This is an optimization exercise on Yosys and OpenROAD, whose aim is small area, not a production implementation.
Function was checked by simulation only, so behaviour that the tests miss may differ from the original.
Power figures rest on the tool's default switching activity, not on a simulated workload.

==> v39: inputs <==
==> flow/design.v (excerpt) <==
module mips_reg_file
#(
    parameter int DATA_W    = mips_pkg::REG_DATA_W,
    parameter int ADDR_W    = mips_pkg::REG_ADDR_W
) (
    input  logic              clk,
    input  logic              rst_n,
    input  logic              regWrite,
    input  logic [ADDR_W-1:0] writeReg,
    input  logic [DATA_W-1:0] writeData,
    input  logic [ADDR_W-1:0] readReg1,
    input  logic [ADDR_W-1:0] readReg2,
    output logic [DATA_W-1:0] readData1,
    output logic [DATA_W-1:0] readData2,
    input  logic [ADDR_W-1:0] dbgAddr,
    output logic [DATA_W-1:0] dbgData,
    output logic [15:0]       writeCount
);
    localparam int NUM_REGS = 2**ADDR_W;
    localparam int N        = NUM_REGS - 1;
    logic [N-1:0][DATA_W-1:0] mem;
    logic [N-1:0]             valid;
    logic [N-1:0]             we;
    logic                     commit;
  ...
==> module mips_reg_read_port, before the edit <==
module mips_reg_read_port
#(
    parameter int DATA_W = mips_pkg::REG_DATA_W,
    parameter int N      = 31,
    parameter bit BYP    = 1'b1
) (
    input  logic [N-1:0]             sel,
    input  logic                     byp,
    input  logic [DATA_W-1:0]        wr_data,
    input  logic [N-1:0][DATA_W-1:0] words,
    output logic [DATA_W-1:0]        data
);
    for (genvar b = 0; b < DATA_W; b++) begin : g_bit
        localparam int M = BYP ? N + 1 : N;
        logic [M-1:0] s, d;
        for (genvar i = 0; i < N; i++) begin : g_in
            assign s[i] = sel[i];
            assign d[i] = words[i][b];
        end
        if (BYP) begin : g_byp
            assign s[N] = byp;
            assign d[N] = wr_data[b];
        end
        mips_reg_mux_bit #(.N(M)) u_bit (.s(s), .d(d), .y(data[b]));
    end
endmodule
==> module mips_reg_mux_bit, before the edit <==
module mips_reg_mux_bit
#(
    parameter int N = 32
) (
    input  logic [N-1:0] s,
    input  logic [N-1:0] d,
    output logic         y
);
    localparam int G3 = N / 3;
    localparam int R  = N - 3 * G3;
    localparam int G  = G3 + (R != 0 ? 1 : 0);
    logic [G-1:0] yn;
    for (genvar g = 0; g < G3; g++) begin : g_grp
        mips_reg_aoi3 u_aoi (.s(s[3*g +: 3]), .d(d[3*g +: 3]), .yn(yn[g]));
    end
    if (R == 2) begin : g_r2
        assign yn[G-1] = ~|(s[N-1 -: 2] & d[N-1 -: 2]);
    end else if (R == 1) begin : g_r1
        assign yn[G-1] = ~(s[N-1] & d[N-1]);
    end
    assign y = ~&yn;
endmodule
==> module mips_reg_aoi3, before the edit <==
module mips_reg_aoi3 (
    input  logic [2:0] s,
    input  logic [2:0] d,
    output logic       yn
);
    assign yn = ~|(s & d);
endmodule
==> module mips_reg_file, before the edit <==
module mips_reg_file
#(
    parameter int DATA_W    = mips_pkg::REG_DATA_W,
    parameter int ADDR_W    = mips_pkg::REG_ADDR_W
) (
    input  logic              clk,
    input  logic              rst_n,
    input  logic              regWrite,
    input  logic [ADDR_W-1:0] writeReg,
    input  logic [DATA_W-1:0] writeData,
    input  logic [ADDR_W-1:0] readReg1,
    input  logic [ADDR_W-1:0] readReg2,
    output logic [DATA_W-1:0] readData1,
    output logic [DATA_W-1:0] readData2,
    input  logic [ADDR_W-1:0] dbgAddr,
    output logic [DATA_W-1:0] dbgData,
    output logic [15:0]       writeCount
);
    localparam int NUM_REGS = 2**ADDR_W;
    localparam int N        = NUM_REGS - 1;
    logic [N-1:0][DATA_W-1:0] mem;
    logic [N-1:0]             valid;
    logic [N-1:0]             we;
    logic                     commit;
    assign commit = regWrite && (writeReg != ADDR_W'(mips_pkg::REG_ZERO));
    always_comb begin
        for (int i = 0; i < N; i++) begin
            we[i] = commit && (writeReg == ADDR_W'(i + 1));
        end
    end
    always_ff @(posedge clk) begin
        for (int i = 0; i < N; i++) begin
            if (we[i]) mem[i] <= writeData;
        end
    end
    always_ff @(posedge clk or negedge rst_n) begin
        if (!rst_n) begin
            valid      <= '0;
            writeCount <= '0;
        end else begin
            for (int i = 0; i < N; i++) begin
                if (we[i]) valid[i] <= 1'b1;
            end
            if (commit) writeCount <= writeCount + 16'd1;
        end
    end
    logic [N-1:0] wsel;
    logic [N-1:0] sel1, sel2, seld;
    logic         byp1, byp2;
    assign byp1 = rst_n && regWrite && (writeReg == readReg1) && (readReg1 != '0);
    assign byp2 = rst_n && regWrite && (writeReg == readReg2) && (readReg2 != '0);
    always_comb begin
        for (int i = 0; i < N; i++) begin
            wsel[i] = regWrite && (writeReg == ADDR_W'(i + 1));
            sel1[i] = valid[i] && !wsel[i] && (readReg1 == ADDR_W'(i + 1));
            sel2[i] = valid[i] && !wsel[i] && (readReg2 == ADDR_W'(i + 1));
            seld[i] = valid[i] && (dbgAddr == ADDR_W'(i + 1));
        end
    end
    mips_reg_read_port #(.DATA_W(DATA_W), .N(N)) u_rd1 (
        .sel(sel1), .byp(byp1), .wr_data(writeData), .words(mem), .data(readData1)
    );
    mips_reg_read_port #(.DATA_W(DATA_W), .N(N)) u_rd2 (
        .sel(sel2), .byp(byp2), .wr_data(writeData), .words(mem), .data(readData2)
    );
    mips_reg_read_port #(.DATA_W(DATA_W), .N(N), .BYP(1'b0)) u_rdd (
        .sel(seld), .byp(1'b0), .wr_data(writeData), .words(mem), .data(dbgData)
    );
endmodule
export LEC_CHECK = 0
export CAP_MARGIN = 20
export CELL_PAD_IN_SITES_DETAIL_PLACEMENT = 1
export CORE_MARGIN = 2
export CORE_UTILIZATION = 40
export CTS_BUF_LIST = sky130_fd_sc_hd__clkbuf_16
export CTS_CLUSTER_DIAMETER = 100
export CTS_CLUSTER_SIZE = 20
export PLACE_DENSITY = 0.5
export SETUP_SLACK_MARGIN = 0.2
export SLEW_MARGIN = 20
export SYNTH_HIERARCHICAL = 1
export SYNTH_MINIMUM_KEEP_SIZE = 0
create_clock -name core_clock -period 6.0 [get_ports {clk}]
standard.sh (not shown) runs the stock make flow with config.mk's settings and CLKGATE_MAP_FILE= SYNTH_SCRIPT=/design/flow/synth_recipe.tcl, a recipe that flattens the netlist after the stock synthesis.
==> flow/flow/run.sh <==
#!/bin/bash
# The standard layout (standard.sh), with the ports buffered by buf_2 cells
# instead of the flow's default delay buffers. ORFS writes each step's log
# under orfs/logs; standard.sh's own output goes to standard.log.
set -euo pipefail
export BUFFER_PORTS_ARGS="-buffer_cell sky130_fd_sc_hd__buf_2"
bash standard.sh > standard.log 2>&1
==> v21 (differences from v39) <==
==> flow/design.v (replaced) <==
package mips_pkg;
    localparam int REG_ADDR_W = 5;
    localparam int REG_DATA_W = 32;
    typedef logic [REG_ADDR_W-1:0] reg_addr_t;
    typedef logic [REG_DATA_W-1:0] word_t;
    localparam reg_addr_t REG_ZERO = 5'd0;
    localparam reg_addr_t REG_RA   = 5'd31;
endpackage
module mips_reg_read_port
#(
    parameter int DATA_W    = mips_pkg::REG_DATA_W,
    parameter int ADDR_W    = mips_pkg::REG_ADDR_W,
    parameter bit BYPASS_EN = 1'b1
) (
    input  logic                                  rst_n,
    input  logic [ADDR_W-1:0]                     addr,
    input  logic                                  wr_en,
    input  logic [ADDR_W-1:0]                     wr_addr,
    input  logic [DATA_W-1:0]                     wr_data,
    input  logic [(2**ADDR_W)-1:0][DATA_W-1:0]    regs,
    output logic [DATA_W-1:0]                     data
);
    always_comb begin
        data = '0;
        if (rst_n && addr != ADDR_W'(mips_pkg::REG_ZERO)) begin
            if (BYPASS_EN && wr_en && wr_addr == addr) begin
                data = wr_data;
            end else begin
                data = regs[addr];
            end
        end
    end
endmodule
module mips_reg_file
#(
    parameter int DATA_W    = mips_pkg::REG_DATA_W,
    parameter int ADDR_W    = mips_pkg::REG_ADDR_W,
    parameter bit BYPASS_EN = 1'b1
) (
    input  logic              clk,
    input  logic              rst_n,
    input  logic              regWrite,
    input  logic [ADDR_W-1:0] writeReg,
    input  logic [DATA_W-1:0] writeData,
    input  logic [ADDR_W-1:0] readReg1,
    input  logic [ADDR_W-1:0] readReg2,
    output logic [DATA_W-1:0] readData1,
    output logic [DATA_W-1:0] readData2,
    input  logic [ADDR_W-1:0] dbgAddr,
    output logic [DATA_W-1:0] dbgData,
    output logic [15:0]       writeCount
);
    localparam int NUM_REGS = 2**ADDR_W;
    logic [DATA_W-1:0]                  mem [1:NUM_REGS-1];
    logic [NUM_REGS-1:0][DATA_W-1:0]    regs;
    logic                               commit;
    assign commit = regWrite && (writeReg != ADDR_W'(mips_pkg::REG_ZERO));
    always_ff @(posedge clk or negedge rst_n) begin
        if (!rst_n) begin
            for (int i = 1; i < NUM_REGS; i++) begin
                mem[i] <= '0;
            end
            writeCount <= '0;
        end else if (commit) begin
            mem[writeReg] <= writeData;
            writeCount    <= writeCount + 16'd1;
        end
    end
    always_comb begin
        regs = '0;
        for (int i = 1; i < NUM_REGS; i++) begin
            regs[i] = mem[i];
        end
    end
    mips_reg_read_port #(
        .DATA_W    (DATA_W),
        .ADDR_W    (ADDR_W),
        .BYPASS_EN (BYPASS_EN)
    ) u_rd1 (
        .rst_n   (rst_n),
        .addr    (readReg1),
        .wr_en   (regWrite),
        .wr_addr (writeReg),
        .wr_data (writeData),
        .regs    (regs),
        .data    (readData1)
    );
    mips_reg_read_port #(
        .DATA_W    (DATA_W),
        .ADDR_W    (ADDR_W),
        .BYPASS_EN (BYPASS_EN)
    ) u_rd2 (
        .rst_n   (rst_n),
        .addr    (readReg2),
        .wr_en   (regWrite),
        .wr_addr (writeReg),
        .wr_data (writeData),
        .regs    (regs),
        .data    (readData2)
    );
    assign dbgData = regs[dbgAddr];
endmodule
==> flow/run.sh (new file) <==
#!/bin/bash
# synth_recipe.tcl (not shown) runs the flow's synth.tcl, then flattens the netlist and writes it again
# the make line also repeats each setting of config.mk as NAME=value (left out here)
make -C /OpenROAD-flow-scripts/flow DESIGN_CONFIG=/design/flow/config.mk WORK_HOME=/design/flow/orfs CLKGATE_MAP_FILE= SYNTH_SCRIPT=/design/flow/synth_recipe.tcl finish
CELL_PAD_IN_SITES_DETAIL_PLACEMENT = unset   (was 1)
CTS_BUF_LIST = unset   (was sky130_fd_sc_hd__clkbuf_16)
CTS_CLUSTER_DIAMETER = unset   (was 100)
CTS_CLUSTER_SIZE = unset   (was 20)
PLACE_DENSITY = unset   (was 0.5)
SETUP_SLACK_MARGIN = unset   (was 0.2)
SYNTH_HIERARCHICAL = unset   (was 1)
SYNTH_MINIMUM_KEEP_SIZE = unset   (was 0)
removed: flow/flow/run.sh
removed: flow/standard.sh
==> v17 (differences from v39) <==
==> flow/flow/run.sh (replaced) <==
#!/bin/bash
# The standard layout (standard.sh), with the ports buffered by buf_2 cells
# instead of the flow's default delay buffers, and with power recovery after
# global routing, which downsizes gates that have timing slack to spare.
# ORFS writes each step's log under orfs/logs; standard.sh's own output goes
# to standard.log.
set -euo pipefail
export BUFFER_PORTS_ARGS="-buffer_cell sky130_fd_sc_hd__buf_2"
export RECOVER_POWER=100
bash standard.sh > standard.log 2>&1
==> comparison <==
Die area is the same in v17 and v39.
Between v21 and v39, the lower synthesized cell count is in v39 (gap 48%, measured against v39).
Final area, highest first: v21, v39, v17.
v39 went through all stages and came out clean. v21 went through all stages and came out clean. v17 finished with max-capacitance violations, max-slew violations, negative setup slack left.
Global-route usage: v21 is lower than v39 (13 points).
Combinational power: v17 < v39 < v21.
==> figures <==
Worst Slack Setup Final: v21 0.0631 ns; v39 0.196 ns; v17 -0.0811 ns
Met1 capacity usage during global routing: v21 40.3%; v39 52.4%; v17 52.4%
Run status: v21 no timing/DRC/antenna violations; v39 no timing/DRC/antenna violations; v17 complete, but fails checks
Violated checks: v21 -; v39 -; v17 max-capacitance violations, max-slew violations, negative setup slack
Die outline width: v21 399 um; v39 342 um; v17 342 um
Most common cell after layout, fill and taps aside: v21 mux2_2; v39 edfxtp_1; v17 edfxtp_1
Final Instance Count excl. Fillers: v21 6,320; v39 4,752; v17 4,751
Final hold slack: v21 0.341 ns; v39 0.384 ns; v17 0.481 ns
GR met3 Demand/Resource: v21 6.27%; v39 16.4%; v17 16.4%
DR iter-0 viols: v21 4,830; v39 11,900; v17 11,700
Top cell category: v21 multi-input combinational cells; v39 registers; v17 registers
Net total in the final layout: v21 4,235; v39 3,265; v17 3,265
Total cell area at the placement stage: v21 0.0669 sq mm; v39 0.0510 sq mm; v17 0.0510 sq mm

-- static timing again, ports no longer ideal --
Ports are ideal in the flow. The routed layouts listed here were re-timed in OpenROAD.
Step 1 assumes that a clkbuf_16 drives the clock port and a buf_2 every other input.
Step 2 moves the port delays by t, midway between the first and last clock arrival at a register: inputs arrive t later, outputs are due t later. That takes back most of the time a late clock gives input paths.
a / b / c = no drivers / after step 1 / after step 2; a / b = the first two.
| run | shift t [ns] | setup slack, ns | worst hold slack (ns) | clock arrival spread, ns | worst data-port slew with drivers (ns) | max-slew violations |
|---|---|---|---|---|---|---|
| v39 | 0.798 | 0.196 / 0.162 / 0.162 | 0.384 / 0.358 / 0.481 | 0.027 / 0.027 | 0.24 | 0 / 0 |
| v21 | 0.834 | 0.063 / 0.020 / 0.020 | 0.341 / 0.310 / 0.485 | 0.043 / 0.043 | 0.19 | 0 / 0 |
| v17 | 0.801 | -0.081 / -0.141 / -0.496 | 0.481 / 0.481 / 0.481 | 0.029 / 0.029 | 0.25 | 1154 / 1155 |
The drivers bring new slew violations in v17. For v17, which loses most, drivers alone change the setup slack by -0.060 ns; drivers and shift together by -0.415 ns.
